This design comes from an exercise in tuning for small area and a short achievable clock period on the open sky130 flow, not from production work.
No functional check of the RTL was part of any run shown here.
Power figures rest on the tool's default switching activity, not on a simulated workload.

==> flow/design.v <==
module fs_wbit (
  input  logic q,
  input  logic we,
  input  logic nwe,
  input  logic wd,
  output logic d
);
  assign d = (q & nwe) | (wd & we);
endmodule
module fs_rpair (
  input  logic sn0,
  input  logic d0,
  input  logic sn1,
  input  logic d1,
  output logic y
);
  assign y = !((sn0 | d0) & (sn1 | d1));
endmodule
module fs_nor2 (
  input  logic a,
  input  logic b,
  output logic y
);
  assign y = !(a | b);
endmodule
module fs_nand2 (
  input  logic a,
  input  logic b,
  output logic y
);
  assign y = !(a & b);
endmodule
module fs_nand4 (
  input  logic [3:0] a,
  output logic       y
);
  assign y = !(&a);
endmodule
module fs_rbit (
  input  logic [255:0] sn,
  input  logic [255:0] d,
  output logic         q
);
  logic [127:0] y1;
  logic [63:0]  y2;
  logic [15:0]  y3;
  logic [7:0]   y4;
  logic [1:0]   y5;
  for (genvar i = 0; i < 128; i++) begin : g_l1
    fs_rpair u (.sn0(sn[2*i]), .d0(d[2*i]), .sn1(sn[2*i+1]), .d1(d[2*i+1]), .y(y1[i]));
  end
  for (genvar i = 0; i < 64; i++) begin : g_l2
    fs_nor2 u (.a(y1[2*i]), .b(y1[2*i+1]), .y(y2[i]));
  end
  for (genvar i = 0; i < 16; i++) begin : g_l3
    fs_nand4 u (.a(y2[4*i+3:4*i]), .y(y3[i]));
  end
  for (genvar i = 0; i < 8; i++) begin : g_l4
    fs_nor2 u (.a(y3[2*i]), .b(y3[2*i+1]), .y(y4[i]));
  end
  for (genvar i = 0; i < 2; i++) begin : g_l5
    fs_nand4 u (.a(y4[4*i+3:4*i]), .y(y5[i]));
  end
  fs_nor2 u_l6 (.a(y5[0]), .b(y5[1]), .y(q));
endmodule
module fs_dec4 (
  input  logic [3:0]  a,
  output logic [15:0] y
);
  for (genvar k = 0; k < 16; k++) begin : g_k
    assign y[k] = (a == 4'(k));
  end
endmodule
module fs_andn #(
  parameter int N = 2
) (
  input  logic [N-1:0] a,
  output logic         y
);
  assign y = &a;
endmodule
module fs_mux2 (
  input  logic s,
  input  logic a0,
  input  logic a1,
  output logic y
);
  assign y = s ? a1 : a0;
endmodule
module fs_pcbit (
  input  logic s_inc,
  input  logic s_rdy,
  input  logic x,
  input  logic y,
  input  logic a,
  output logic q
);
  assign q = a ^ ((s_inc & x) | (s_rdy & y));
endmodule
module fs_snext_rdy (
  input  logic ld,
  input  logic keep,
  input  logic halt,
  input  logic s,
  output logic d
);
  assign d = (ld & !halt) | (keep & s);
endmodule
module fs_snext_hold (
  input  logic ld,
  input  logic keep,
  input  logic halt,
  input  logic s,
  output logic d
);
  assign d = (ld & halt) | (keep & s);
endmodule
module fetch_stage #(
  parameter int PC_W = 8,
  parameter int INSTR_W = 16,
  parameter logic [INSTR_W-1:0] HALT_INSTR = 16'hFFFF
) (
  input  logic               clk,
  input  logic               rst,
  input  logic [PC_W-1:0]    pc_cur,
  output logic [PC_W-1:0]    pc_next,
  input  logic               redirect_valid,
  input  logic [PC_W-1:0]    redirect_target,
  output logic               id_valid,
  input  logic               id_ready,
  output logic [INSTR_W-1:0] id_instr,
  output logic [PC_W-1:0]    id_pc,
  input  logic               imem_we,
  input  logic [PC_W-1:0]    imem_waddr,
  input  logic [INSTR_W-1:0] imem_wdata,
  output logic               halted
);
  localparam int DEPTH = 1 << PC_W;
  logic [15:0]        wlo, whi;
  logic [15:0]        rlo, rhi;
  logic [DEPTH-1:0]   wsel;
  logic [DEPTH-1:0]   rsel_n;
  logic [INSTR_W-1:0] mem   [DEPTH];
  logic [INSTR_W-1:0] mem_d [DEPTH];
  logic [DEPTH-1:0]   col   [INSTR_W];
  logic [INSTR_W-1:0] rdata;
  fs_dec4 u_wdec_lo (.a(imem_waddr[3:0]), .y(wlo));
  fs_dec4 u_wdec_hi (.a(imem_waddr[7:4]), .y(whi));
  fs_dec4 u_rdec_lo (.a(pc_cur[3:0]), .y(rlo));
  fs_dec4 u_rdec_hi (.a(pc_cur[7:4]), .y(rhi));
  for (genvar r = 0; r < DEPTH; r++) begin : g_row
    assign wsel[r] = imem_we & whi[r/16] & wlo[r%16];
    fs_nand2 u_rsel (.a(rhi[r/16]), .b(rlo[r%16]), .y(rsel_n[r]));
    always_ff @(posedge clk)
      mem[r] <= mem_d[r];
    for (genvar c = 0; c < INSTR_W; c++) begin : g_col
      assign col[c][r] = mem[r][c];
      fs_wbit u_wbit (
        .q(mem[r][c]), .we(wsel[r]), .nwe(~wsel[r]), .wd(imem_wdata[c]),
        .d(mem_d[r][c])
      );
    end
  end
  for (genvar c = 0; c < INSTR_W; c++) begin : g_rbit
    fs_rbit u_rbit (.sn(rsel_n), .d(col[c]), .q(rdata[c]));
  end
  logic s_inc, s_rdy, s_hold;
  logic halt_hit;
  logic advance;
  logic rd_halt;
  logic ld, keep;
  logic s_rdy_d, s_hold_d;
  assign halt_hit = s_hold & id_valid & id_ready;
  assign advance  = !halted & (!id_valid | id_ready);
  fs_andn #(.N(INSTR_W)) u_rd_halt (.a(rdata), .y(rd_halt));
  for (genvar i = 0; i < PC_W; i++) begin : g_pc
    logic a, x, y;
    fs_mux2 u_a (.s(redirect_valid), .a0(pc_cur[i]), .a1(redirect_target[i]), .y(a));
    if (i == 0) begin : g_b0
      assign x = !redirect_valid;
      fs_andn #(.N(2)) u_y (.a({!redirect_valid, id_ready}), .y(y));
    end else begin : g_bn
      fs_andn #(.N(i + 1)) u_x (.a({!redirect_valid, pc_cur[i-1:0]}), .y(x));
      fs_andn #(.N(i + 2)) u_y (.a({!redirect_valid, id_ready, pc_cur[i-1:0]}), .y(y));
    end
    fs_pcbit u_pcbit (.s_inc(s_inc), .s_rdy(s_rdy), .x(x), .y(y), .a(a), .q(pc_next[i]));
  end
  assign ld   = !redirect_valid & !halt_hit & advance;
  assign keep = !redirect_valid & !halt_hit & !advance;
  fs_snext_rdy  u_rdy_d  (.ld(ld), .keep(keep), .halt(rd_halt), .s(s_rdy), .d(s_rdy_d));
  fs_snext_hold u_hold_d (.ld(ld), .keep(keep | halt_hit), .halt(rd_halt), .s(s_hold), .d(s_hold_d));
  always_ff @(posedge clk or negedge rst) begin
    if (!rst) begin
      halted   <= 1'b0;
      id_valid <= 1'b0;
      s_inc    <= 1'b1;
      s_rdy    <= 1'b0;
      s_hold   <= 1'b0;
    end else begin
      s_rdy  <= s_rdy_d;
      s_hold <= s_hold_d;
      if (redirect_valid) begin
        halted   <= 1'b0;
        id_valid <= 1'b0;
        s_inc    <= 1'b1;
      end else if (halt_hit) begin
        halted   <= 1'b1;
        id_valid <= 1'b0;
        s_inc    <= 1'b0;
      end else if (advance) begin
        id_valid <= 1'b1;
        s_inc    <= 1'b0;
      end
    end
  end
  always_ff @(posedge clk) begin
    if (!id_valid | id_ready) begin
      id_instr <= rdata;
      id_pc    <= pc_cur;
    end
  end
endmodule
==> flow/run.sh <==
#!/bin/bash
# synth_recipe.tcl (not shown) runs the flow's synth.tcl, then flattens the netlist and writes it again
# the make line also repeats each setting of config.mk as NAME=value (left out here)
make -C /OpenROAD-flow-scripts/flow DESIGN_CONFIG=/design/flow/config.mk WORK_HOME=/design/flow/orfs CLKGATE_MAP_FILE= SYNTH_SCRIPT=/design/flow/synth_recipe.tcl finish
==> flow/config.mk <==
export PLATFORM = sky130hd
export DESIGN_NAME = fetch_stage
export DESIGN_NICKNAME = fetch_stage
export VERILOG_FILES = /design/flow/design.v
export SDC_FILE = /design/flow/constraint.sdc
export NUM_CORES = 4
export LEC_CHECK = 0
export CAP_MARGIN = 20
export CORE_MARGIN = 2
export CORE_UTILIZATION = 55
export PLACE_DENSITY = 0.65
export SLEW_MARGIN = 20
export SYNTH_HIERARCHICAL = 1
==> flow/constraint.sdc <==
create_clock -name core_clock -period 5.0 [get_ports {clk}]
set_input_delay 1.0000 -clock core_clock [delete_from_list [all_inputs] [get_ports {clk}]]
set_output_delay 1.0000 -clock core_clock [all_outputs]
set_load 0.01 [all_outputs]
==> qor.yml, run 1 <==
floorplan:
  rows: 187
  die_w_um: 514.0
  dieArea_mm2: 0.2642
  start_util_pct: 55.19
  die_h_um: 514.0
  coreArea_mm2: 0.2592
  ios: 79
routing:
  drcViolationCount: 0
  wl_per_cell_um: 31.46
  routed_wl_um: 558900
  ant_nets: 0
  via_per_inst: 7.126
  drtIter0Drc: 17240
  vias: 126600
  dr.pass1.iters: 8
finish:
  drive_gt1_share_pct: 11.75
  syn_to_final_growth_pct: 18.84
  fin_nets: 14050
  num-fill-cells: 20210
  fin_area_mm2: 0.1700
  multi_input_area_mm2: 0.05868
  instances_no_fill: 17770
  regArea_mm2: 0.08285
global_route:
  grt_pass1_wl_um: 807500
  grt_pass1_vias: 119100
  antenna_found_initial: 35
  grt_max_degree: 88
  grt_usage_pct: 40.29
  grt.overflow.total: 0
sta:
  skew_ps: 30.43
  min_period_over_period_pct: 102.1
  drv_slew: 0
  setup_violations: 2
  finalHoldViolCount: 0
  rsz0062_at_grt: "false"
  min_period_ps: 5104
  worstMarginPinSlew_ps: 1198
  fmax_ghz: 0.1959
  fin_ws_ps: -103.7
  slew_headroom_pct: 20.16
synth:
  yosysUniqueCellTypes: 41
  seq_area_frac_synth_pct: 57.90
  synthTopCellsByArea: "dfxtp_1 57%, a22o_1 25%, o22ai_1 9.0%, nor2_1 3.1%, nand4_1 1.3%"
  yosysTopAreaCell: "dfxtp_1"
  syn-num-nets: 12780
  synth_area_mm2: 0.1431
  async_flop_share_pct: 0.1212
  ys_ff_latch: 4125
  ys.flop_type: "dfxtp_1"
  syn_avg_cell_area_um2: 11.24
  yosysMostFrequentCell: "a22o_1"
  synth-edff-count: 24
  netlist_instances: 12730
  ys_warn_count: 12
  synth_top_cell_area_share_pct: 57.31
  yosys-top-cells-count: "4097 x a22o_1, 4096 x dfxtp_1, 2048 x o22ai_1, 1177 x nor2_1, 482 x nand2_1"
clock_tree:
  clkSinkCount: 4125
  clkLatencyLatePin_ps: 950
  root_buffer: "clkbuf_16"
  h-tree-depth: 5
  postCtsHoldBufs: 0
  cts_tree: "built"
  cts_made_buffers: 411
  clock_path_buffers: 4
  clkTransAtPathRegs_ps: 60
  cts_setup_buffers: 0
placed_design:
  hpwlAfterDp_um: 352900
  io_buffers: 78
  place.gp.congestion: 1.010
  numPlacedInstances: 16990
  placed_cell_area_mm2: 0.1557
setup_path:
  worstPathRequired_ps: 5860
  path_class: "input port to flop"
  path_max_fanout: 17
  start_kind: "input port"
  end_kind: "flop"
  crit_arrival_ps: 5960
min_path:
  hp-class: "input port to async pin"
power_and_ir_drop:
  peakVddDrop_v: 0.0003753
  leakagePower_nw: 69.62
  finalPower_mw: 72.38
  powerDensity_mw_per_mm2: 425.7
run_status:
  run_status: "failed layout checks"
  so_faults: "negative setup slack"
job:
  maxCapViolations: 0
-- sequential cells by signal, indices dropped and copies added (netlist names) --
name      count
id_instr     16
halted        1
s_hold        1
s_rdy         1
id_valid      1
s_inc         1
id_pc         8
mem        4096
-- per-module statistics from Yosys (local to each module, per instance), excerpt --
module / cell area [um^2] / times used / cells inside
fetch_stage: 85600 / 1 / 4731
fs_dec4: 276.5 / 4 / 20
fs_mux2: 15.01 / 8 / 1
fs_nand2: 3.754 / 256 / 1
fs_nand4: 6.256 / 288 / 1
fs_nor2: 3.754 / 1168 / 1
fs_pcbit: 21.27 / 8 / 2
fs_rpair: 6.256 / 2048 / 1
fs_snext_hold: 8.758 / 1 / 1
fs_snext_rdy: 16.27 / 1 / 3
fs_wbit: 8.758 / 4096 / 1
-- worst paths after layout --
check                      depth (start not counted)  slack [ps]                    to                  from
min reg2reg                                        1         480  mem[167][12]$_DFF_P_  mem[167][12]$_DFF_P_
min in group core_clock                            1         480  mem[167][12]$_DFF_P_  mem[167][12]$_DFF_P_
min                                                1         310       s_rdy$_DFF_PN0_                   rst
max in group asynchronous                          1        4430     s_inc$_DFFE_PN1P_                   rst
max reg2reg                                       11        1300      s_hold$_DFF_PN0_    mem[22][3]$_DFF_P_
max                                               16        -100      s_hold$_DFF_PN0_             pc_cur[0]
-- routing by layer --
layer / part of all wire [%] / vias to the layer above / global-route usage, %
met5: 0.011 / - / 0
met4: 5.5 / 10 / 19.64
met3: 12 / 1393 / 9.673
met2: 42 / 7850 / 58.65
met1: 41 / 62940 / 55.97
li1: - / 54410 / -
-- placed cells by master (no fill, tap or decap), types with 11 or more instances in the layout --
cell | synthesis | routed
clkbuf_1 | 6 | 71
o22ai_1 | 2048 | 2048
nand2_1 | 482 | 482
clkinv_2 | 0 | 89
dfxtp_1 | 4096 | 4096
a22o_1 | 4097 | 4097
and2_2 | 0 | 11
clkdlybuf4s50_1 | 0 | 58
clkbuf_8 | 0 | 103
nand4_1 | 301 | 301
nand3_1 | 11 | 11
and4b_1 | 16 | 12
nor4b_4 | 16 | 16
bufinv_16 | 0 | 41
nor2_1 | 1177 | 1175
diode_2 | 0 | 20
inv_2 | 22 | 22
nand2_2 | 13 | 13
buf_8 | 1 | 16
and4bb_1 | 20 | 15
clkbuf_16 | 0 | 418
nand2_4 | 20 | 20
buf_12 | 2 | 138
buf_4 | 17 | 718
edfxtp_1 | 24 | 24
inv_1 | 239 | 239
-- power breakdown --
group	switching [mW]	internal [mW]	total (mW)
registers	0.962	34.6	35.6
clock network	13.4	19.0	32.4
logic	2.43	1.96	4.39
-- cell families after synthesis --
group                     share of synthesized area [%]
AOI/OAI and AO/OA                                 34.14
DFF                                               57.90
and+or+nand+nor                                   6.706
buffers and inverters                             1.120
xor gates and xnor gates                        0.04897
muxes                                           0.08396
-- through the flow --
step	hold WS [ps]	worst slack, ps	TNS, ps	utilization, %
floorplan	456.0	1589	0	-
global placement	465.6	-1025	-2508	60.07
detailed placement	470.5	-940.2	-2610	60.07
CTS	267.9	19.31	0	65.56
global route	310.1	59.94	0	65.58
finish	310.0	-103.7	-182.7	65.59
-- area by class of cell --
cell class / count / share of cell area [%]
repair buffers: 935 / 5.296
clock buffers: 592 / 7.142
flip-flops and latches: 4125 / 48.72
diodes: 20 / 0.02943
inverters: 261 / 0.5762
multi-input cells: 8271 / 34.51
clock inverters: 160 / 1.222
well taps: 3402 / 2.503
-- worst max-delay path, cell delays in order --
cell and delay [ps]:
clkdlybuf4s50_1 510, buf_12 170, and4b_2 270, buf_4 260, nand2_1 230, buf_4 280, o22ai_1 100, nor2_1 330
nand4_1 310, nor2_1 700, nand4_1 330, nor2_1 220, nand4_1 270, nor4_4 560, buf_4 240, a22o_1 130
-- what timing repair did --
| action | CTS | global route |
|---|---|---|
| endpoints found under the setup margin | 0 | 2 |
| endpoints found under the hold margin | 0 | 0 |
| resized for setup | 0 | 3 |
==> inputs of run 2 (changes only) <==
--- a/flow/config.mk
+++ b/flow/config.mk
@@ -8,6 +8,6 @@
 export CAP_MARGIN = 20
 export CORE_MARGIN = 2
-export CORE_UTILIZATION = 55
-export PLACE_DENSITY = 0.65
+export CORE_UTILIZATION = 30
+export PLACE_DENSITY = 0.45
 export SLEW_MARGIN = 20
 export SYNTH_HIERARCHICAL = 1
==> run 2 against run 1 <==
Still fails the layout checks on negative setup slack. Largest power group unchanged. Design area is 3.5% higher. Clock skew increased by 38 ps. Non-clock buffer count increased by 150. Fmax down 0.17%. Critical endpoint unchanged. Critical path depth up 2. Wire length rose by 11%. Utilization down 29 points. Sequential share of layout area decreased by 1.7 points. Highest routed layer unchanged. First-iteration DRC count fell by 24%. Worst hold slack got worse by 62 ps. Clock power up 8.0%.
==> qor.yml, run 2 <==
finish:
  fin_nets: 14230
  layout_common_cells: "4097 x a22o_1, 4096 x dfxtp_1, 2048 x o22ai_1"
  syn_to_final_growth_pct: 23.02
  regMostFlops: "mem"
  drive_gt1_share_pct: 13.05
  final_common_cell: "a22o_1"
  largest_reg_flops: 4096
  reg.largest.list: "mem: 4096 flops, id_instr: 16 flops, id_pc: 8 flops"
setup_path:
  slowest_delay_ps: 590
  start_kind: "input port"
  end_kind: "flop"
  cpMaxStageDelayCell: "nor4_4"
  critPathBufInv: 7
  crit_arrival_ps: 6070
  worstPathRequired_ps: 5950
  worstPathCellList: "clkdlybuf4s50_1 > buf_4 > buf_4 > and4b_4 > nand2_1 > buf_4 > buf_4 > o22ai_1 > nor2_1 > nand4_1 > nor2_2 > nand4_1 > buf_4 > nor2_1 > nand4_1 > nor4_4 > buf_4 > a22o_1"
  path_max_fanout: 9
  critPathTopFamily: "simple AND/OR/NAND/NOR gates"
  path_class: "input port to flop"
  worst_path_most_repeated_cell: "buf_4"
sta:
  finalHoldViolCount: 0
  slew_headroom_pct: 23.91
  worst_hold_slack_ps: 247.9
  fmax_ghz: 0.1956
  rsz0062_at_grt: "false"
  drv_slew: 0
  min_period_ps: 5113
  worstMarginPinSlew_ps: 1141
  setup_violations: 2
  min_period_over_period_pct: 102.3
  fin_ws_ps: -112.6
  skew_ps: 68.03
clock_tree:
  cts_tree: "built"
  h-tree-depth: 5
  clock_path_buffers: 4
  clkLatencyLatePin_ps: 1030
  clkTransAtPathRegs_ps: 60
  clkSinkCount: 4125
  cts_made_buffers: 443
  root_buffer: "clkbuf_16"
  cts_setup_buffers: 0
floorplan:
  die_h_um: 694.6
  coreArea_mm2: 0.4748
  start_util_pct: 30.13
  rows: 253
  die_w_um: 694.6
  dieArea_mm2: 0.4825
  ios: 79
synth:
  yosysMostFrequentCell: "a22o_1"
  syn-num-nets: 12780
  synth-edff-count: 24
  synth_top_cell_area_share_pct: 57.31
  yosysUniqueCellTypes: 41
  synth_area_mm2: 0.1431
  ys_warn_count: 12
  ys.flop_type: "dfxtp_1"
  yosys-top-cells-count: "4097 x a22o_1, 4096 x dfxtp_1, 2048 x o22ai_1, 1177 x nor2_1, 482 x nand2_1"
  async_flop_share_pct: 0.1212
  netlist_instances: 12730
  seq_area_frac_synth_pct: 57.90
  yosysTopAreaCell: "dfxtp_1"
  syn_avg_cell_area_um2: 11.24
  synthTopCellsByArea: "dfxtp_1 57%, a22o_1 25%, o22ai_1 9.0%, nor2_1 3.1%, nand4_1 1.3%"
  ys_ff_latch: 4125
routing:
  via_per_inst: 5.849
  ant_nets: 0
  drtIter0Drc: 13020
  drcViolationCount: 0
  wl_per_cell_um: 29.91
  routed_wl_um: 623100
  vias: 121800
  dr.pass1.iters: 6
placed_design:
  post-place-ws_ps: -1406
  hpwlAfterDp_um: 398100
  io_buffers: 78
  place.gp.congestion: 0.8745
global_route:
  grt.overflow.total: 0
  grt_pass1_wl_um: 879800
  antenna_found_initial: 46
  grt_pass1_vias: 115400
  grt_usage_pct: 24.49
  grt_max_degree: 78
run_status:
  run_status: "failed layout checks"
  so_faults: "negative setup slack"
power_and_ir_drop:
  leakagePower_nw: 70.87
  powerDensity_mw_per_mm2: 426.5
  peakVddDrop_v: 0.0003079
  finalPower_mw: 75.06
min_path:
  hp-class: "input port to async pin"
job:
  maxCapViolations: 0
[run 2: cell types whose count changed in the layout (fill, tap and decap cells not counted), sizes merged]
cell,delta
clkinv,-2
clkinvlp,+6
diode,+3
inv,+3
clkbuf,+58
bufinv,+3
buf,+154
clkdlybuf4s50,-4
[run 2: per-stage QoR]
stage,utilization [%],std cells,cell area [um^2],TNS (ps)
floorplan,-,12730,143100,0
global placement,33.79,19990,160500,-6324
detailed placement,33.79,19990,160500,-5401
CTS,37.05,20810,175900,0
global route,37.06,20810,176000,0
finish,37.07,20830,176000,-196.0
[run 2: Yosys stat by module (local to each module, per instance), a selection]
module         flops+latches  cell area (um^2)
fetch_stage             4125             85600
fs_dec4                    0             276.5
fs_mux2                    0             15.01
fs_nand2                   0             3.754
fs_nand4                   0             6.256
fs_nor2                    0             3.754
fs_pcbit                   0             21.27
fs_rpair                   0             6.256
fs_snext_hold              0             8.758
fs_snext_rdy               0             16.27
fs_wbit                    0             8.758
[run 2: path summary, 6_finish.rpt]
kind | from | to | slack (ps) | depth (start not counted)
worst min register to register | mem[79][2]$_DFF_P_ | mem[79][2]$_DFF_P_ | 480 | 1
worst max-delay path | pc_cur[2] | s_hold$_DFF_PN0_ | -110 | 18
min in group core_clock | pc_cur[7] | id_pc[7]$_DFFE_PP_ | 460 | 1
worst max register to register | mem[54][9]$_DFF_P_ | s_hold$_DFF_PN0_ | 1230 | 11
max in group asynchronous | rst | s_inc$_DFFE_PN1P_ | 4460 | 1
worst min-delay path | rst | id_valid$_DFFE_PN0P_ | 250 | 1
[run 2: logic make-up after synthesis]
family | synth area share [%]
xor+xnor | 0.04897
mux | 0.08396
compound gates | 34.14
flops | 57.90
buf+inv | 1.120
simple gates | 6.706
[run 2: worst reg2reg max path, stage by stage, from the launching register on]
cell and delay, ps:
dfxtp_1 330, o22ai_1 130, nor2_1 280, nand4_1 380
nor2_2 590, nand4_1 490, buf_4 290, nor2_1 120
nand4_1 170, nor4_4 590, buf_4 240, a22o_1 130
[run 2: layer usage]
layer  routed length, um  up-vias  GRT usage, %
li1                    -    54860             -
met1              292400    61820         35.84
met2              272400     4319         37.25
met3               38890      818         3.454
met4               19260       26         6.955
met5                 172        -             0
[run 2: where the power goes]
part	total, mW	internal (mW)	switching [mW]
clock network	35.0	20.5	14.5
registers	35.5	34.6	0.923
logic	4.55	2.05	2.51
[run 2: timing repair]
action                     in CTS  in global routing
setup endpoints to repair       2                  2
gates resized for setup         6                  5
hold buffers                    0                  0
pin swaps                       0                  1
[run 2: final cells by class]
| class | count | area, um^2 |
|---|---|---|
| diodes | 23 | 57.56 |
| clock inverters | 170 | 2293 |
| clock buffers | 650 | 13160 |
| multi-input cells | 8271 | 58750 |
| fillers | 46860 | 298800 |
| repair buffers | 1085 | 10110 |
| inverters | 261 | 979.7 |
| well taps | 6247 | 7816 |
| flip-flops and latches | 4125 | 82850 |
==> inputs of run 3 (changes only) <==
--- a/flow/config.mk
+++ b/flow/config.mk
@@ -8,6 +8,8 @@
 export CAP_MARGIN = 20
 export CORE_MARGIN = 2
-export CORE_UTILIZATION = 30
-export PLACE_DENSITY = 0.45
+export CORE_UTILIZATION = 70
+export PLACE_DENSITY = 0.8
+export SETUP_SLACK_MARGIN = 1.5
 export SLEW_MARGIN = 20
 export SYNTH_HIERARCHICAL = 1
+export TNS_END_PERCENT = 5
==> run 3 against run 2 <==
Now clean on timing, DRC and antenna. Global-route usage is 27 points higher. Area after synthesis unchanged. Fmax grew 28%. Flip-flop and latch count is the same. Synthesized cell count unchanged. Count of clock-buffer cells in the layout is 84 lower. Clock power is 11% lower. Wire length down 9.9%. Worst hold slack better by 50 ps. Critical path type unchanged. Largest power group unchanged.
==> qor.yml, run 3 <==
finish:
  utilization_pct: 83.77
  largest_reg_flops: 4096
  final_common_cell: "a22o_1"
  reg.largest.list: "mem: 4096 flops, id_instr: 16 flops, id_pc: 8 flops"
  drive_gt1_share_pct: 13.27
  regArea_mm2: 0.08285
  regMostFlops: "mem"
  fin_nets: 14090
  instances_no_fill: 17050
  multi_input_area_mm2: 0.05963
  num-fill-cells: 11100
  layout_common_cells: "4097 x a22o_1, 4096 x dfxtp_1, 2044 x o22ai_1"
  syn_to_final_growth_pct: 18.70
power_and_ir_drop:
  leakagePower_nw: 70.15
  p_clk_share_pct: 43.7
  p_switching_mw: 16.53
  intPower_mw: 55.00
  seqPwrFrac_pct: 49.9
  powerDensity_mw_per_mm2: 421.2
  power_frac_comb_pct: 6.4
  p_sw_share_pct: 23.11
  peakVddDrop_v: 0.0004364
sta:
  timing.setup.tns_ps: 0
  drv_slew: 0
  setup_violations: 0
  fmax_ghz: 0.2496
  worst_hold_slack_ps: 297.7
  worstMarginPinSlew_ps: 1196
  min_period_over_period_pct: 80.14
  rsz0062_at_grt: "true"
  finalHoldViolCount: 0
  min_period_ps: 4007
  slew_headroom_pct: 19.79
  skew_ps: 38.29
setup_path:
  worstPathCellList: "buf_6 > buf_6 > nor4b_4 > buf_12 > nand2_8 > bufbuf_16 > buf_4 > o22ai_1 > nor2_1 > buf_4 > nand4_1 > nor2_2 > buf_4 > nand4_1 > buf_4 > nor2_2 > nand4_1 > nor4_4 > buf_4 > a22o_1"
  worstPathRequired_ps: 5910
  worst_path_most_repeated_cell: "buf_4"
  crit_arrival_ps: 4920
  r2r_start: "mem[104][4]$_DFF_P_"
  timing.rr.end: "s_hold$_DFF_PN0_"
  start_kind: "input port"
  path_class: "input port to flop"
  worst-r2r-cell-count: 12
  end_kind: "flop"
  cpMaxStageDelayCell: "nor4_4"
  critPathBufInv: 9
  path_max_fanout: 16
  critPathTopFamily: "simple AND/OR/NAND/NOR gates"
  reg2reg_slack_ps: 1680
  slowest_delay_ps: 480
clock_tree:
  cts_tree: "built"
  root_buffer: "clkbuf_16"
  cts_made_buffers: 395
  clock_path_buffers: 4
  clkLatencyLatePin_ps: 990
  postCtsHoldBufs: 0
  clkTransAtPathRegs_ps: 80
  clkSinkCount: 4125
  h-tree-depth: 5
floorplan:
  die_h_um: 456.1
  start_util_pct: 70.57
  rows: 165
  dieArea_mm2: 0.2080
  die_w_um: 456.1
  coreArea_mm2: 0.2027
  ios: 79
global_route:
  grt_max_degree: 96
  antenna_found_initial: 47
  grt_pass1_wl_um: 816800
  grt-busiest-layer: "met2"
  met2_usage_pct: 71.12
  met1_usage_pct: 64.34
  grt.overflow.total: 0
  grt_usage_pct: 51.11
  grt_pass1_vias: 126700
  grtUsageMet3_pct: 18.37
min_path:
  holdPathStages: 1
  min_to: "id_pc[4]$_DFFE_PP_"
  hp-start: "pc_cur[4]"
  hp-class: "input port to flop"
routing:
  routed_wl_um: 561500
  vias: 133300
  drtIter0Drc: 22320
  ant_nets: 0
  wl_per_cell_um: 32.93
  via_per_inst: 7.815
  drcViolationCount: 0
  dr.pass1.iters: 11
job:
  maxCapViolations: 0
synth:
  syn_avg_cell_area_um2: 11.24
  yosys-top-cells-count: "4097 x a22o_1, 4096 x dfxtp_1, 2048 x o22ai_1, 1177 x nor2_1, 482 x nand2_1"
  ys_warn_count: 12
  synth_area_mm2: 0.1431
  synthTopCellsByArea: "dfxtp_1 57%, a22o_1 25%, o22ai_1 9.0%, nor2_1 3.1%, nand4_1 1.3%"
  yosysTopAreaCell: "dfxtp_1"
  yosysMostFrequentCell: "a22o_1"
  synth_top_cell_area_share_pct: 57.31
  seq_area_frac_synth_pct: 57.90
  syn-num-nets: 12780
  yosysUniqueCellTypes: 41
  ys.flop_type: "dfxtp_1"
  async_flop_share_pct: 0.1212
  ys_ff_latch: 4125
  synth-edff-count: 24
  netlist_instances: 12730
run_status:
  run_status: "finished clean"
placed_design:
  io_buffers: 78
  numPlacedInstances: 16170
  place.gp.congestion: 1.040
  hpwlAfterDp_um: 337800
[run 3: cell families (layout without fill, tap and decap cells)]
| family | count (synthesis) | count (layout) | share of synthesized area [%] |
|---|---|---|---|
| compound gates | 6160 | 6160 | 34.14 |
| xor+xnor | 8 | 8 | 0.04897 |
| flops | 4125 | 4125 | 57.90 |
| other cells | 0 | 42 | 0 |
| simple gates | 2095 | 2095 | 6.706 |
| mux | 8 | 8 | 0.08396 |
| buf+inv | 338 | 1944 | 1.120 |
[run 3: layer usage]
metal	vias up	wire length, um
li1	54450	-
met1	63990	195000
met2	11780	226800
met3	3005	87490
met4	50	51630
met5	-	552
[run 3: worst reg2reg max path: stages, from the launching register on]
cell,delay (ps)
dfxtp_1,370
o22ai_1,140
nor2_2,220
nand4_1,380
nor2_1,210
buf_4,170
nand4_1,300
buf_4,270
nor2_4,80
nand4_1,260
nor4_4,520
buf_4,220
a22o_1,140
[run 3: stage by stage]
step	cell area (um^2)	worst slack, ps	total power [mW]
after floorplan	143100	1589	38.01
after global placement	153400	-805.3	40.21
after detailed placement	153400	-825.7	40.43
after CTS	169300	1282	70.87
after global routing	169700	1161	72.70
final	169800	993.2	71.53
[run 3: what timing repair did]
item | CTS | global route
cloned | 18 | 1
endpoints found under the setup margin | 29 | 176
resized for setup | 368 | 72
pin swaps | 78 | 70
buffers inserted | 104 | 21
[run 3: power groups by stage]
stage	clock, mW	combinational, mW	sequential (mW)
3_3_place_gp	0	4.01	36.2
5_1_grt	32.3	4.60	35.8
6_report	31.2	4.61	35.7
4_1_cts	31.0	4.30	35.6
2_1_floorplan	0	2.02	36.0
3_5_place_dp	0	4.14	36.3
[run 3: how the worst max path moves through the flow]
stage,from,cells past startpoint,endpoint
after global routing,pc_cur[6],17,s_hold$_DFF_PN0_
after detailed placement,pc_cur[3],16,s_hold$_DFF_PN0_
after global placement,pc_cur[3],16,s_hold$_DFF_PN0_
after floorplan,pc_cur[1],12,s_hold$_DFF_PN0_
final,pc_cur[7],20,s_hold$_DFF_PN0_
after CTS,pc_cur[6],17,s_hold$_DFF_PN0_
[run 3: layout make-up]
class                   instances  share of cell area [%]
multi-input cells            8271                   35.11
clock buffers                 566                   6.871
inverters                     261                  0.5791
repair inverters                1                0.004420
diodes                         42                 0.06189
flip-flops and latches       4125                   48.78
repair buffers                985                   5.568
well taps                    2672                   1.969
clock inverters               131                   1.049
[run 3: per-module statistics from Yosys, one instance, submodules excluded, a selection]
module         flip-flops and latches  cells
fetch_stage                      4125   4731
fs_dec4                             0     20
fs_mux2                             0      1
fs_nand2                            0      1
fs_nor2                             0      1
fs_pcbit                            0      2
fs_rpair                            0      1
fs_snext_hold                       0      1
fs_snext_rdy                        0      3
fs_wbit                             0      1
==> inputs of run 4 (changes only) <==
--- a/flow/config.mk
+++ b/flow/config.mk
@@ -8,6 +8,6 @@
 export CAP_MARGIN = 20
 export CORE_MARGIN = 2
-export CORE_UTILIZATION = 70
-export PLACE_DENSITY = 0.8
+export CORE_UTILIZATION = 55
+export PLACE_DENSITY = 0.65
 export SETUP_SLACK_MARGIN = 1.5
 export SLEW_MARGIN = 20
==> run 4 against run 3 <==
Area after synthesis unchanged. Largest cell class unchanged. Clock skew decreased by 7.0 ps. Die area grew 27%. First-iteration DRC count down 24%. Register-to-register slack worse by 90 ps. Final cell count grew 4.9%. Worst hold slack gained 6.9 ps. Sequential share of layout area fell by 0.94 points. Flip-flop and latch count did not move. Via count fell by 4.4%. Wire length increased by 1.0%.
==> qor.yml, run 4 <==
run_status:
  run_status: "finished clean"
clock_tree:
  clkSinkCount: 4125
  clkTransAtPathRegs_ps: 60
  h-tree-depth: 5
  cts_made_buffers: 411
  postCtsHoldBufs: 0
  cts_tree: "built"
  clock_path_buffers: 4
  root_buffer: "clkbuf_16"
  clkLatencyLatePin_ps: 950
synth:
  ys_ff_latch: 4125
  synth_area_mm2: 0.1431
  yosysTopAreaCell: "dfxtp_1"
  synth_mux_area_share_pct: 0.08395
  seq_area_frac_synth_pct: 57.90
  yosysUniqueCellTypes: 41
  ys.flop_type: "dfxtp_1"
  netlist_instances: 12730
  synth_top_cell_area_share_pct: 57.31
  synth_xor_area_share_pct: 0.04897
  syn_avg_cell_area_um2: 11.24
  ys_warn_count: 12
  synth_top_family_by_area: "compound AO/OA/AOI/OAI gates"
  yosysMostFrequentCell: "a22o_1"
  synth_compound_area_share_pct: 34.14
  async_flop_share_pct: 0.1212
  synthAdderAreaFrac_pct: 0
  yosys-top-cells-count: "4097 x a22o_1, 4096 x dfxtp_1, 2048 x o22ai_1, 1177 x nor2_1, 482 x nand2_1"
  synth-edff-count: 24
  synthTopCellsByArea: "dfxtp_1 57%, a22o_1 25%, o22ai_1 9.0%, nor2_1 3.1%, nand4_1 1.3%"
  syn-num-nets: 12780
  synthSimpleGateAreaFrac_pct: 6.706
sta:
  setup_violations: 0
  worst_hold_slack_ps: 304.7
  drv_slew: 0
  min_period_over_period_pct: 84.20
  worstMarginPinSlew_ps: 1244
  rsz0062_at_grt: "true"
  finalHoldViolCount: 0
  fmax_ghz: 0.2375
  fin_ws_ps: 789.8
  min_period_ps: 4210
  skew_ps: 31.27
  slew_headroom_pct: 17.09
global_route:
  grt_pass1_wl_um: 818200
  grt_usage_pct: 40.91
  grt_pass1_vias: 120000
  grt.overflow.total: 0
  antenna_found_initial: 37
  grt_max_degree: 88
floorplan:
  ios: 79
  die_w_um: 514.0
  dieArea_mm2: 0.2642
  die_h_um: 514.0
  coreArea_mm2: 0.2592
  rows: 187
  start_util_pct: 55.19
finish:
  syn_to_final_growth_pct: 21.03
  reg.largest.list: "mem: 4096 flops, id_instr: 16 flops, id_pc: 8 flops"
  drive_gt1_share_pct: 14.45
  regMostFlops: "mem"
  largest_reg_flops: 4096
  num-fill-cells: 19920
  final_common_cell: "a22o_1"
  layout_common_cells: "4097 x a22o_1, 4096 x dfxtp_1, 2032 x o22ai_1"
  fin_nets: 14190
placed_design:
  io_buffers: 78
  hpwlAfterDp_um: 352900
  post-place-ws_ps: -940.2
  place.gp.congestion: 1.010
power_and_ir_drop:
  powerDensity_mw_per_mm2: 419.3
  peakVddDrop_v: 0.0003745
  leakagePower_nw: 71.43
routing:
  dr_wl_met2_um: 241500
  routed_wl_um: 567400
  vias: 127400
  drtIter0Drc: 17010
  ant_nets: 0
  dr.pass1.iters: 8
  drcViolationCount: 0
  wl_per_cell_um: 31.70
  met1_length_um: 228400
  maxUsedRoutingLayer: "met5"
  dr_wl_met3_um: 65860
  via_per_inst: 7.117
setup_path:
  path_max_fanout: 8
  cpMaxStageDelayCell: "nor4_4"
  start_kind: "input port"
  critPathBufInv: 7
  worst-r2r-cell-count: 11
  path_class: "input port to flop"
  end_kind: "flop"
  r2r_start: "mem[202][8]$_DFF_P_"
  critPathTopFamily: "simple AND/OR/NAND/NOR gates"
  crit_arrival_ps: 5070
  timing.rr.end: "s_hold$_DFF_PN0_"
  reg2reg_slack_ps: 1590
  worstPathCellList: "buf_8 > buf_6 > and4b_4 > buf_12 > nand2_8 > buf_6 > buf_4 > o22ai_2 > nor2_2 > nand4_1 > nor2_2 > buf_6 > nand4_1 > nor2_2 > nand4_1 > nor4_4 > buf_4 > a22o_1"
  slowest_delay_ps: 680
  worstPathRequired_ps: 5860
min_path:
  hp-class: "input port to async pin"
job:
  maxCapViolations: 0
## run 4: layout make-up
class | instances | area (um^2) | share of cell area, %
Antenna cell | 15 | 37.54 | 0.02168
Clock buffer | 592 | 12140 | 7.013
Clock inverter | 160 | 2077 | 1.199
Inverter | 261 | 983.4 | 0.5679
Multi-Input combinational cell | 8273 | 59930 | 34.61
Sequential cell | 4125 | 82850 | 47.84
Tap cell | 3402 | 4257 | 2.458
Timing Repair Buffer | 1067 | 10870 | 6.278
Timing Repair inverter | 2 | 15.01 | 0.008671
## run 4: worst max-delay path by stage
stage,slack (ps),startpoint,cells past startpoint,end
finish,790,pc_cur[4],18,s_hold$_DFF_PN0_
global route,960,pc_cur[3],18,s_hold$_DFF_PN0_
CTS,1180,pc_cur[1],16,s_hold$_DFF_PN0_
detailed placement,-940,pc_cur[3],17,s_hold$_DFF_PN0_
global placement,-1020,pc_cur[0],16,s_hold$_DFF_PN0_
floorplan,1590,pc_cur[1],12,s_hold$_DFF_PN0_
## run 4: per-layer routing
| metal | track usage [%] | up-vias |
|---|---|---|
| met5 | 0 | - |
| met4 | 20.25 | 37 |
| met3 | 10.39 | 1415 |
| met2 | 59.72 | 7753 |
| met1 | 56.18 | 63470 |
| li1 | - | 54710 |
## run 4: where the power goes
group	switching, mW	internal [mW]
logic	2.53	2.07
clock network	13.4	19.0
registers	0.966	34.6
## run 4: Yosys stat by module, one instance, submodules excluded, a selection
module	cells inside	area, um^2	flops+latches	times used
fetch_stage	4731	85600	4125	1
fs_dec4	20	276.5	0	4
fs_pcbit	2	21.27	0	8
fs_snext_rdy	3	16.27	0	1
fs_mux2	1	15.01	0	8
fs_snext_hold	1	8.758	0	1
fs_wbit	1	8.758	0	4096
fs_nand4	1	6.256	0	288
fs_rpair	1	6.256	0	2048
fs_nand2	1	3.754	0	256
fs_nor2	1	3.754	0	1168
## run 4: worst reg2reg max path: stages (launching register included)
cell and delay, ps:
dfxtp_1 330, o22ai_1 100, nor2_1 260, nand4_1 370
nor2_1 210, buf_4 180, nand4_1 350, nor2_2 250
nand4_1 250, nor4_4 680, buf_4 240, a22o_1 130
## run 4: repair_timing
item                       CTS  global route
hold endpoints to repair     0             0
pin swaps                  110            86
resized for setup          468            77
setup endpoints to repair   26            78
setup buffers               95            22
cloned                      19             1
## run 4: cells by family after synthesis
group / count (synthesis)
AOI/OAI and AO/OA: 6160
DFF: 4125
and+or+nand+nor: 2095
buffers and inverters: 338
xor gates and xnor gates: 8
muxes: 8
## run 4: per-stage QoR
step / cell area, um^2 / TNS, ps / total power [mW] / utilization [%] / std cells
detailed placement: 155700 / -2610 / 40.48 / 60.07 / 16990
floorplan: 143100 / 0 / 38.01 / - / 12730
finish: 173200 / 0 / 72.61 / 66.79 / 17900
CTS: 172600 / 0 / 72.44 / 66.59 / 17860
global placement: 155700 / -2508 / 40.33 / 60.07 / 16990
global route: 173100 / 0 / 74.26 / 66.78 / 17890
==> inputs of run 5 (changes only) <==
--- a/flow/design.v
+++ b/flow/design.v
@@ -89,5 +89,5 @@
 endmodule
 module fs_pcbit (
-  input  logic s_inc,
+  input  logic s_inc_n,
   input  logic s_rdy,
   input  logic x,
@@ -96,23 +96,25 @@
   output logic q
 );
-  assign q = a ^ ((s_inc & x) | (s_rdy & y));
+  assign q = a ^ ((!s_inc_n & x) | (s_rdy & y));
 endmodule
 module fs_snext_rdy (
   input  logic ld,
   input  logic keep,
-  input  logic halt,
+  input  logic h0,
+  input  logic h1,
   input  logic s,
   output logic d
 );
-  assign d = (ld & !halt) | (keep & s);
+  assign d = (ld & !(h0 & h1)) | (keep & s);
 endmodule
 module fs_snext_hold (
   input  logic ld,
   input  logic keep,
-  input  logic halt,
+  input  logic h0,
+  input  logic h1,
   input  logic s,
   output logic d
 );
-  assign d = (ld & halt) | (keep & s);
+  assign d = (ld & h0 & h1) | (keep & s);
 endmodule
 module fetch_stage #(
@@ -165,13 +167,19 @@
     fs_rbit u_rbit (.sn(rsel_n), .d(col[c]), .q(rdata[c]));
   end
-  logic s_inc, s_rdy, s_hold;
+  logic s_inc_n, s_rdy, s_hold;
   logic halt_hit;
   logic advance;
-  logic rd_halt;
+  logic [3:0] rd_nib_n;
+  logic [1:0] rd_half;
   logic ld, keep;
   logic s_rdy_d, s_hold_d;
   assign halt_hit = s_hold & id_valid & id_ready;
   assign advance  = !halted & (!id_valid | id_ready);
-  fs_andn #(.N(INSTR_W)) u_rd_halt (.a(rdata), .y(rd_halt));
+  for (genvar k = 0; k < 4; k++) begin : g_hnib
+    fs_nand4 u (.a(rdata[4*k+3:4*k]), .y(rd_nib_n[k]));
+  end
+  for (genvar k = 0; k < 2; k++) begin : g_hhalf
+    fs_nor2 u (.a(rd_nib_n[2*k]), .b(rd_nib_n[2*k+1]), .y(rd_half[k]));
+  end
   for (genvar i = 0; i < PC_W; i++) begin : g_pc
     logic a, x, y;
@@ -184,15 +192,17 @@
       fs_andn #(.N(i + 2)) u_y (.a({!redirect_valid, id_ready, pc_cur[i-1:0]}), .y(y));
     end
-    fs_pcbit u_pcbit (.s_inc(s_inc), .s_rdy(s_rdy), .x(x), .y(y), .a(a), .q(pc_next[i]));
+    fs_pcbit u_pcbit (.s_inc_n(s_inc_n), .s_rdy(s_rdy), .x(x), .y(y), .a(a), .q(pc_next[i]));
   end
   assign ld   = !redirect_valid & !halt_hit & advance;
   assign keep = !redirect_valid & !halt_hit & !advance;
-  fs_snext_rdy  u_rdy_d  (.ld(ld), .keep(keep), .halt(rd_halt), .s(s_rdy), .d(s_rdy_d));
-  fs_snext_hold u_hold_d (.ld(ld), .keep(keep | halt_hit), .halt(rd_halt), .s(s_hold), .d(s_hold_d));
+  fs_snext_rdy  u_rdy_d  (.ld(ld), .keep(keep), .h0(rd_half[0]), .h1(rd_half[1]),
+                          .s(s_rdy), .d(s_rdy_d));
+  fs_snext_hold u_hold_d (.ld(ld), .keep(keep | halt_hit), .h0(rd_half[0]), .h1(rd_half[1]),
+                          .s(s_hold), .d(s_hold_d));
   always_ff @(posedge clk or negedge rst) begin
     if (!rst) begin
       halted   <= 1'b0;
       id_valid <= 1'b0;
-      s_inc    <= 1'b1;
+      s_inc_n  <= 1'b0;
       s_rdy    <= 1'b0;
       s_hold   <= 1'b0;
@@ -203,12 +213,12 @@
         halted   <= 1'b0;
         id_valid <= 1'b0;
-        s_inc    <= 1'b1;
+        s_inc_n  <= 1'b0;
       end else if (halt_hit) begin
         halted   <= 1'b1;
         id_valid <= 1'b0;
-        s_inc    <= 1'b0;
+        s_inc_n  <= 1'b1;
       end else if (advance) begin
         id_valid <= 1'b1;
-        s_inc    <= 1'b0;
+        s_inc_n  <= 1'b1;
       end
     end
--- a/flow/config.mk
+++ b/flow/config.mk
@@ -10,5 +10,5 @@
 export CORE_UTILIZATION = 55
 export PLACE_DENSITY = 0.65
-export SETUP_SLACK_MARGIN = 1.5
+export SETUP_SLACK_MARGIN = 2.2
 export SLEW_MARGIN = 20
 export SYNTH_HIERARCHICAL = 1
==> run 5 against run 4 <==
Sequential power barely moved. Global-route usage fell by 0.72 points. Register-to-register slack improved by 340 ps. Clock power barely moved. Fmax rose by 12%. First-iteration DRC count fell by 4.7%. Setup slack improved by 460 ps. Total power fell by 0.19%. Critical path depth did not move. Area after synthesis barely moved. Critical path type unchanged.
==> qor.yml, run 5 <==
finish:
  fin_nets: 14330
  fin_area_mm2: 0.1747
  regMostFlops: "mem"
  drive_gt1_share_pct: 15.17
  syn_to_final_growth_pct: 22.20
  final_common_cell: "a22o_1"
  num-fill-cells: 19550
  reg.largest.list: "mem: 4096 flops, id_instr: 16 flops, id_pc: 8 flops"
  layout_common_cells: "4097 x a22o_1, 4096 x dfxtp_1, 2002 x o22ai_1"
  largest_reg_flops: 4096
setup_path:
  cpMaxStageDelayCell: "nand4_1"
  path_class: "input port to flop"
  worstPathRequired_ps: 5850
  reg2reg_slack_ps: 1930
  r2r_start: "mem[197][7]$_DFF_P_"
  critPathBufInv: 6
  worst_path_most_repeated_cell: "buf_6"
  path_max_fanout: 8
  slowest_delay_ps: 420
  worst-r2r-cell-count: 12
  crit_arrival_ps: 4600
  start_kind: "input port"
  end_kind: "flop"
  critPathTopFamily: "simple AND/OR/NAND/NOR gates"
  timing.rr.end: "s_rdy$_DFF_PN0_"
  worstPathCellList: "buf_16 > buf_8 > and4bb_4 > nand2_4 > buf_6 > buf_6 > o22ai_2 > nor2_2 > nand4_1 > nor2_4 > buf_6 > nand4_1 > nor2_2 > nand4_1 > nor2_2 > buf_6 > nand2_2 > a22o_1"
synth:
  synthAdderAreaFrac_pct: 0
  synthSimpleGateAreaFrac_pct: 6.623
  seq_area_frac_synth_pct: 57.95
  synth_compound_area_share_pct: 34.17
  async_flop_share_pct: 0.1212
  synth_top_family_by_area: "compound AO/OA/AOI/OAI gates"
  synth_xor_area_share_pct: 0.04901
  syn-num-nets: 12790
  syn_avg_cell_area_um2: 11.22
  synth_mux_area_share_pct: 0.08402
  synth-edff-count: 24
  synth_area_mm2: 0.1430
  yosysTopAreaCell: "dfxtp_1"
  ys.flop_type: "dfxtp_1"
  synth_top_cell_area_share_pct: 57.36
  ys_ff_latch: 4125
  yosysUniqueCellTypes: 39
  yosysMostFrequentCell: "a22o_1"
  netlist_instances: 12740
  yosys-top-cells-count: "4097 x a22o_1, 4096 x dfxtp_1, 2048 x o22ai_1, 1179 x nor2_1, 488 x nand2_1"
  synthTopCellsByArea: "dfxtp_1 57%, a22o_1 25%, o22ai_1 9.0%, nor2_1 3.1%, nand4_1 1.3%"
  ys_warn_count: 12
routing:
  routed_wl_um: 557700
  maxUsedRoutingLayer: "met5"
  drtIter0Drc: 16210
  dr.pass1.iters: 8
  met1_length_um: 226700
  via_per_inst: 7.060
  vias: 127400
  ant_nets: 0
  wl_per_cell_um: 30.92
  dr_wl_met2_um: 234900
  drcViolationCount: 0
  dr_wl_met3_um: 60870
global_route:
  grt_pass1_vias: 120000
  antenna_found_initial: 32
  grt.overflow.total: 0
  grt_usage_pct: 40.18
  grt_max_degree: 104
  grt_pass1_wl_um: 806400
sta:
  rsz0062_at_grt: "true"
  skew_ps: 42.91
  slew_headroom_pct: 15.99
  setup_violations: 0
  timing.setup.tns_ps: 0
  fmax_ghz: 0.2665
  finalHoldViolCount: 0
  worstMarginPinSlew_ps: 1260
  worst_hold_slack_ps: 409.9
  min_period_over_period_pct: 75.04
  drv_slew: 0
  min_period_ps: 3752
power_and_ir_drop:
  peakVddDrop_v: 0.0003867
  leakagePower_nw: 71.76
  powerDensity_mw_per_mm2: 414.9
clock_tree:
  cts_made_buffers: 409
  clock_path_buffers: 4
  postCtsHoldBufs: 0
  h-tree-depth: 5
  clkTransAtPathRegs_ps: 60
  cts_tree: "built"
  clkLatencyLatePin_ps: 960
  root_buffer: "clkbuf_16"
  clkSinkCount: 4125
placed_design:
  placed_cell_area_mm2: 0.1565
  io_buffers: 78
  place.gp.congestion: 0.9812
  hpwlAfterDp_um: 352600
job:
  maxCapViolations: 0
min_path:
  holdPathStages: 2
  hp-start: "pc_cur[3]"
  min_to: "id_pc[3]$_DFFE_PP_"
  hp-class: "input port to flop"
floorplan:
  start_util_pct: 55.19
  dieArea_mm2: 0.2640
  die_w_um: 513.8
  rows: 187
  ios: 79
  die_h_um: 513.8
  coreArea_mm2: 0.2590
run_status:
  run_status: "finished clean"
==> run 5: how the worst max path moves through the flow <==
stage               startpoint  slack [ps]  cells after the start                to
floorplan            pc_cur[0]        1880                     12  s_hold$_DFF_PN0_
global placement     pc_cur[1]        -830                     19   s_rdy$_DFF_PN0_
detailed placement   pc_cur[1]        -750                     19   s_rdy$_DFF_PN0_
CTS                  pc_cur[0]        1520                     18   s_rdy$_DFF_PN0_
global route         pc_cur[6]        1280                     18   s_rdy$_DFF_PN0_
finish               pc_cur[6]        1250                     18   s_rdy$_DFF_PN0_
==> run 5: final cells by class <==
class	instances	area [um^2]	share of cell area, %
diodes	17	42.54	0.02435
clock buffers	588	12150	6.952
clock inverters	160	1892	1.083
inverters	267	1074	0.6145
multi-input cells	8273	59860	34.27
flip-flops and latches	4125	82850	47.43
well taps	3402	4257	2.437
repair buffers	1206	12570	7.197
==> run 5: logic make-up after synthesis <==
family | Yosys count
flops | 4125
buf+inv | 345
mux | 8
compound gates | 6160
simple gates | 2096
xor+xnor | 8
==> run 5: worst reg2reg max path: cells and delay by family, from the launching register on <==
family	cells	cell delay, ps
buf+inv	2	280
flops	1	400
compound gates	2	310
simple gates	8	1990
==> run 5: report_power, final <==
group / switching (mW) / total, mW / leakage (nW) / internal, mW
logic: 2.57 / 4.79 / 31.2 / 2.21
clock network: 13.2 / 32.1 / 6.98 / 18.9
registers: 0.968 / 35.6 / 33.6 / 34.6
==> run 5: modules after synthesis, one instance, submodules excluded, excerpt <==
module / times used / flops+latches / cell area [um^2]
fs_pcbit: 8 / 0 / 25.02
fs_nor2: 1170 / 0 / 3.754
fs_nand2: 256 / 0 / 3.754
fs_snext_rdy: 1 / 0 / 12.51
fetch_stage: 1 / 4125 / 85460
fs_mux2: 8 / 0 / 15.01
fs_nand4: 292 / 0 / 6.256
fs_wbit: 4096 / 0 / 8.758
fs_rpair: 2048 / 0 / 6.256
fs_dec4: 4 / 0 / 276.5
==> run 5: per-stage QoR <==
stage	std cells	power [mW]	worst slack, ps	utilization, %
after global placement	17080	40.41	-826.1	60.43
after CTS	17980	72.35	1524	67.04
after detailed placement	17080	40.56	-753.4	60.43
after floorplan	12740	38.00	1884	-
after global routing	18030	74.18	1284	67.43
final	18040	72.48	1248	67.45
==> run 5: layer usage <==
layer | vias up | global-route usage (%)
met5 | - | 0
met4 | 18 | 22.83
met3 | 1412 | 8.856
met2 | 7519 | 57.92
met1 | 63460 | 55.50
li1 | 54940 | -
==> run 5: what timing repair did <==
item                       in CTS  in global routing
pin swaps                     126                 92
buffers inserted              137                 37
gates resized for setup       479                169
cloned                         17                  2
setup endpoints to repair    3788               3837
==> inputs of run 6 (changes only) <==
==> flow/design.v (replaced) <==
module fs_wbit (
  input  logic q,
  input  logic we,
  input  logic nwe,
  input  logic wd,
  output logic d
);
  assign d = (q & nwe) | (wd & we);
endmodule
module fs_rpair (
  input  logic sn0,
  input  logic d0,
  input  logic sn1,
  input  logic d1,
  output logic y
);
  assign y = !((sn0 | d0) & (sn1 | d1));
endmodule
module fs_rbit #(
  parameter int N = 256
) (
  input  logic [N-1:0] sn,
  input  logic [N-1:0] d,
  output logic         q
);
  logic [N/2-1:0] y;
  for (genvar i = 0; i < N / 2; i++) begin : g_pair
    fs_rpair u_pair (
      .sn0(sn[2*i]), .d0(d[2*i]), .sn1(sn[2*i+1]), .d1(d[2*i+1]), .y(y[i])
    );
  end
  assign q = ~|y;
endmodule
module fetch_stage #(
  parameter int PC_W = 8,
  parameter int INSTR_W = 16,
  parameter logic [INSTR_W-1:0] HALT_INSTR = 16'hFFFF
) (
  input  logic               clk,
  input  logic               rst,
  input  logic [PC_W-1:0]    pc_cur,
  output logic [PC_W-1:0]    pc_next,
  input  logic               redirect_valid,
  input  logic [PC_W-1:0]    redirect_target,
  output logic               id_valid,
  input  logic               id_ready,
  output logic [INSTR_W-1:0] id_instr,
  output logic [PC_W-1:0]    id_pc,
  input  logic               imem_we,
  input  logic [PC_W-1:0]    imem_waddr,
  input  logic [INSTR_W-1:0] imem_wdata,
  output logic               halted
);
  localparam int DEPTH = 1 << PC_W;
  logic [DEPTH-1:0]   wsel;
  logic [DEPTH-1:0]   rsel_n;
  logic [INSTR_W-1:0] mem   [DEPTH];
  logic [INSTR_W-1:0] mem_d [DEPTH];
  logic [DEPTH-1:0]   col   [INSTR_W];
  logic [INSTR_W-1:0] rdata;
  for (genvar r = 0; r < DEPTH; r++) begin : g_row
    assign wsel[r]   = imem_we & (imem_waddr == PC_W'(r));
    assign rsel_n[r] = (pc_cur != PC_W'(r));
    always_ff @(posedge clk)
      mem[r] <= mem_d[r];
    for (genvar c = 0; c < INSTR_W; c++) begin : g_col
      assign col[c][r] = mem[r][c];
      fs_wbit u_wbit (
        .q(mem[r][c]), .we(wsel[r]), .nwe(~wsel[r]), .wd(imem_wdata[c]),
        .d(mem_d[r][c])
      );
    end
  end
  for (genvar c = 0; c < INSTR_W; c++) begin : g_rbit
    fs_rbit #(.N(DEPTH)) u_rbit (.sn(rsel_n), .d(col[c]), .q(rdata[c]));
  end
  logic halt_hit;
  logic inc;
  logic load;
  assign halt_hit = !halted & id_valid & id_ready & (id_instr == HALT_INSTR);
  assign inc      = !halted & (!id_valid | (id_ready & (id_instr != HALT_INSTR)));
  assign load     = !id_valid | id_ready;
  assign pc_next = redirect_valid ? redirect_target : pc_cur + PC_W'(inc);
  always_ff @(posedge clk or negedge rst) begin
    if (!rst) begin
      halted   <= 1'b0;
      id_valid <= 1'b0;
    end else if (redirect_valid) begin
      halted   <= 1'b0;
      id_valid <= 1'b0;
    end else if (halt_hit) begin
      halted   <= 1'b1;
      id_valid <= 1'b0;
    end else if (!halted & (!id_valid | id_ready)) begin
      id_valid <= 1'b1;
    end
  end
  always_ff @(posedge clk) begin
    if (load) begin
      id_instr <= rdata;
      id_pc    <= pc_cur;
    end
  end
endmodule
--- a/flow/config.mk
+++ b/flow/config.mk
@@ -8,8 +8,6 @@
 export CAP_MARGIN = 20
 export CORE_MARGIN = 2
-export CORE_UTILIZATION = 55
-export PLACE_DENSITY = 0.65
-export SETUP_SLACK_MARGIN = 2.2
+export CORE_UTILIZATION = 30
+export PLACE_DENSITY = 0.45
 export SLEW_MARGIN = 20
 export SYNTH_HIERARCHICAL = 1
-export TNS_END_PERCENT = 5
==> run 6 against run 5 <==
Now fails the layout checks on negative setup slack. Clock skew up 53 ps. Non-clock buffer count is 122 higher. Utilization shrank 29 points. Register-to-register slack worse by 140 ps. Final cell count is 13% higher. Worst hold slack lost 300 ps. First-iteration DRC count fell by 9.3%. Global-route usage down 13 points. Wire length grew 22%. Clock power rose by 7.2%. Total power rose by 3.3%. Critical endpoint is now pc_next[7]. Largest power group unchanged. Highest routed layer unchanged.
==> qor.yml, run 6 <==
setup_path:
  timing.rr.end: "id_instr[1]$_DFFE_PN_"
  crit_start: "id_instr[7]$_DFFE_PN_"
  crit_end: "pc_next[7]"
  critPathBufInv: 4
  r2r_start: "mem[104][1]$_DFF_P_"
  worst-r2r-cell-count: 7
  crit_arrival_ps: 4100
  start_kind: "flop"
  path_max_fanout: 2
  slowest_delay_ps: 490
  end_kind: "output port"
  worstPathCellList: "buf_12 > nand4_1 > nor3_4 > a221oi_2 > clkbuf_16 > ha_4 > nand4_1 > buf_4 > or4_1 > nand3_2 > buf_6"
  worst_path_most_repeated_cell: "nand4_1"
  reg2reg_slack_ps: 1790
  worst-path-stages: 11
  path_class: "flop to output port"
  cpMaxStageDelayCell: "or4_1"
  worstPathRequired_ps: 4000
  critPathTopFamily: "simple AND/OR/NAND/NOR gates"
sta:
  finalHoldViolCount: 0
  skew_ps: 96.33
  worst_hold_slack_ps: 107.4
  drv_slew: 0
  slew_headroom_pct: 8.094
  min_period_over_period_pct: 102.0
  rsz0062_at_grt: "true"
  setup_violations: 4
  fmax_ghz: 0.1960
  worstMarginPinSlew_ps: 1366
  fin_ws_ps: -101.4
  min_period_ps: 5101
clock_tree:
  clkLatencyLatePin_ps: 1090
  root_buffer: "clkbuf_16"
  h-tree-depth: 5
  postCtsHoldBufs: 0
  cts_made_buffers: 444
  clock_path_buffers: 4
  clkSinkCount: 4122
  clkTransAtPathRegs_ps: 60
  cts_tree: "built"
power_and_ir_drop:
  leakagePower_nw: 69.02
  finalPower_mw: 74.85
  powerDensity_mw_per_mm2: 422.2
  peakVddDrop_v: 0.0003530
floorplan:
  start_util_pct: 30.10
  rows: 251
  ios: 79
  coreArea_mm2: 0.4667
  dieArea_mm2: 0.4737
  die_w_um: 688.2
  die_h_um: 688.2
global_route:
  grt_pass1_vias: 121000
  grt_max_degree: 88
  grt_pass1_wl_um: 947300
  grt.overflow.total: 0
  grt_usage_pct: 27.38
  antenna_found_initial: 61
synth:
  synth_compound_area_share_pct: 34.71
  ys_ff_latch: 4122
  synth_area_mm2: 0.1405
  syn-num-nets: 12090
  yosysTopAreaCell: "dfxtp_1"
  netlist_instances: 12050
  yosysUniqueCellTypes: 38
  synthSimpleGateAreaFrac_pct: 5.914
  ys_warn_count: 12
  seq_area_frac_synth_pct: 58.93
  synthTopCellsByArea: "dfxtp_1 58%, a22o_1 26%, o22ai_1 9.1%, nor4_1 2.2%, nand2_1 1.4%"
  yosys-top-cells-count: "4096 x a22o_1, 4096 x dfxtp_1, 2048 x o22ai_1, 535 x nand2_1, 496 x nor4_1"
  synthAdderAreaFrac_pct: 0.01782
  synth_mux_area_share_pct: 0.01603
  async_flop_share_pct: 0.04852
  synth_xor_area_share_pct: 0.01871
  syn_avg_cell_area_um2: 11.66
  synth_top_family_by_area: "compound AO/OA/AOI/OAI gates"
  synth_top_cell_area_share_pct: 58.38
  ys.flop_type: "dfxtp_1"
  synth-edff-count: 24
routing:
  dr.pass1.iters: 6
  drcViolationCount: 0
  routed_wl_um: 678700
  drtIter0Drc: 14700
  vias: 127100
  ant_nets: 0
  wl_per_cell_um: 33.42
  via_per_inst: 6.257
finish:
  largest_reg_flops: 4096
  layout_common_cells: "4096 x a22o_1, 4096 x dfxtp_1, 2048 x o22ai_1"
  drive_gt1_share_pct: 15.82
  utilization_pct: 37.99
  fin_nets: 13750
  reg.largest.list: "mem: 4096 flops, id_instr: 16 flops, id_pc: 8 flops"
  syn_to_final_growth_pct: 26.24
  regMostFlops: "mem"
placed_design:
  post-place-ws_ps: -760.3
  io_buffers: 78
  hpwlAfterDp_um: 442900
  place.gp.congestion: 0.9327
job:
  maxCapViolations: 0
run_status:
  run_status: "failed layout checks"
  so_faults: "negative setup slack"
min_path:
  hp-class: "input port to async pin"
## run 6: worst register-to-register path: stages (launching register included)
cell	delay, ps
dfxtp_1	340
o22ai_1	90
buf_4	160
nor4_1	900
nand4_1	450
buf_4	260
or4_1	670
nor2_1	170
## run 6: cells by family after synthesis
group	count (synthesis)
buffers and inverters	123
flip-flops	4122
multiplexers	2
adder cells (fa/ha/maj)	2
XOR/XNOR	3
AND/OR/NAND/NOR	1640
AO/OA/AOI/OAI	6155
## run 6: metal layers
| layer | routed length, um | GRT usage [%] | share of wire (%) |
|---|---|---|---|
| met5 | 121 | 0.2245 | 0.018 |
| met1 | 297300 | 38.13 | 44 |
| met2 | 289100 | 40.55 | 43 |
| met4 | 31550 | 11.79 | 4.6 |
| met3 | 60660 | 5.974 | 8.9 |
## run 6: area by class of cell
type / instances / area, um^2
antenna: 30 / 75.07
clock buffer: 662 / 13240
clock inverter: 162 / 1993
fill: 45150 / 289400
inverter: 3 / 11.26
multi-input combinational: 7802 / 57950
sequential: 4122 / 82770
tap: 6198 / 7755
timing repair buffer: 1328 / 13520
## run 6: modules after synthesis, one instance, submodules excluded, excerpt
module,cells,area [um^2],flip-flops and latches,times used
fs_wbit,1,8.758,0,4096
fs_rpair,1,6.256,0,2048
fetch_stage,5215,87370,4122,1
## run 6: what timing repair did
item	CTS	global route
cloned	0	0
resized for setup	22	13
hold endpoints to repair	0	0
setup endpoints to repair	8	5
pin swaps	2	7
setup buffers	16	2
## run 6: where the power goes
part / internal, mW / switching [mW] / total (mW)
registers: 34.6 / 0.932 / 35.5
clock network: 19.9 / 14.5 / 34.4
logic: 2.18 / 2.72 / 4.90
## run 6: worst min path at each step
stage | depth (start not counted) | start | to | slack [ps]
3_5_place_dp | 1 | mem[44][2]$_DFF_P_ | mem[44][2]$_DFF_P_ | 470
3_3_place_gp | 1 | mem[158][15]$_DFF_P_ | mem[158][15]$_DFF_P_ | 470
4_1_cts | 1 | rst | id_valid$_DFFE_PN0P_ | 70
6_report | 1 | rst | id_valid$_DFFE_PN0P_ | 110
5_1_grt | 1 | rst | halted$_DFFE_PN0N_ | 90
2_1_floorplan | 1 | mem[0][0]$_DFF_P_ | mem[0][0]$_DFF_P_ | 460
## run 6: per-stage QoR
step | std cells | setup TNS [ps] | instance area, um^2
floorplan | 12050 | 0 | 140500
global placement | 19430 | -10630 | 161100
detailed placement | 19430 | -6210 | 161400
CTS | 20270 | -2.459 | 177000
global route | 20280 | -273.0 | 177200
finish | 20310 | -172.1 | 177300

[re-timing with driven ports]
The results above use ideal ports. As a check the final layouts listed here were re-extracted and re-timed, cells and wires unchanged.
Step 1 sets driving cells, clkbuf_16 on the clock port and buf_2 on the other inputs (assumed; they add their load-dependent delay and slew).
Step 2 moves the port delays by t, midway between the first and last clock arrival at a register: inputs arrive t later, outputs are due t later. That takes back most of the time a late clock gives input paths.
Three values: ideal ports, drivers, drivers and shift; two values: the first two.
run	t (ns)	setup WS [ns]	slew at the worst register clock pin (ns)
run 1	1.027	-0.104 / -0.024 / -1.052	0.07 / 0.07
run 2	1.113	-0.113 / -0.023 / -1.135	0.07 / 0.07
run 3	1.084	0.993 / 1.044 / -0.040	0.08 / 0.08
run 4	1.032	0.790 / 0.828 / -0.205	0.07 / 0.07
run 5	1.038	1.248 / 1.282 / 0.244	0.07 / 0.07
run 6	1.147	-0.101 / -0.200 / -0.731	0.07 / 0.07
Met with ideal ports but missed after step 2: setup timing in run 3 and run 4. The setup slack of run 3, which loses most, moves by +0.051 ns with the drivers and by -1.033 ns with both steps.
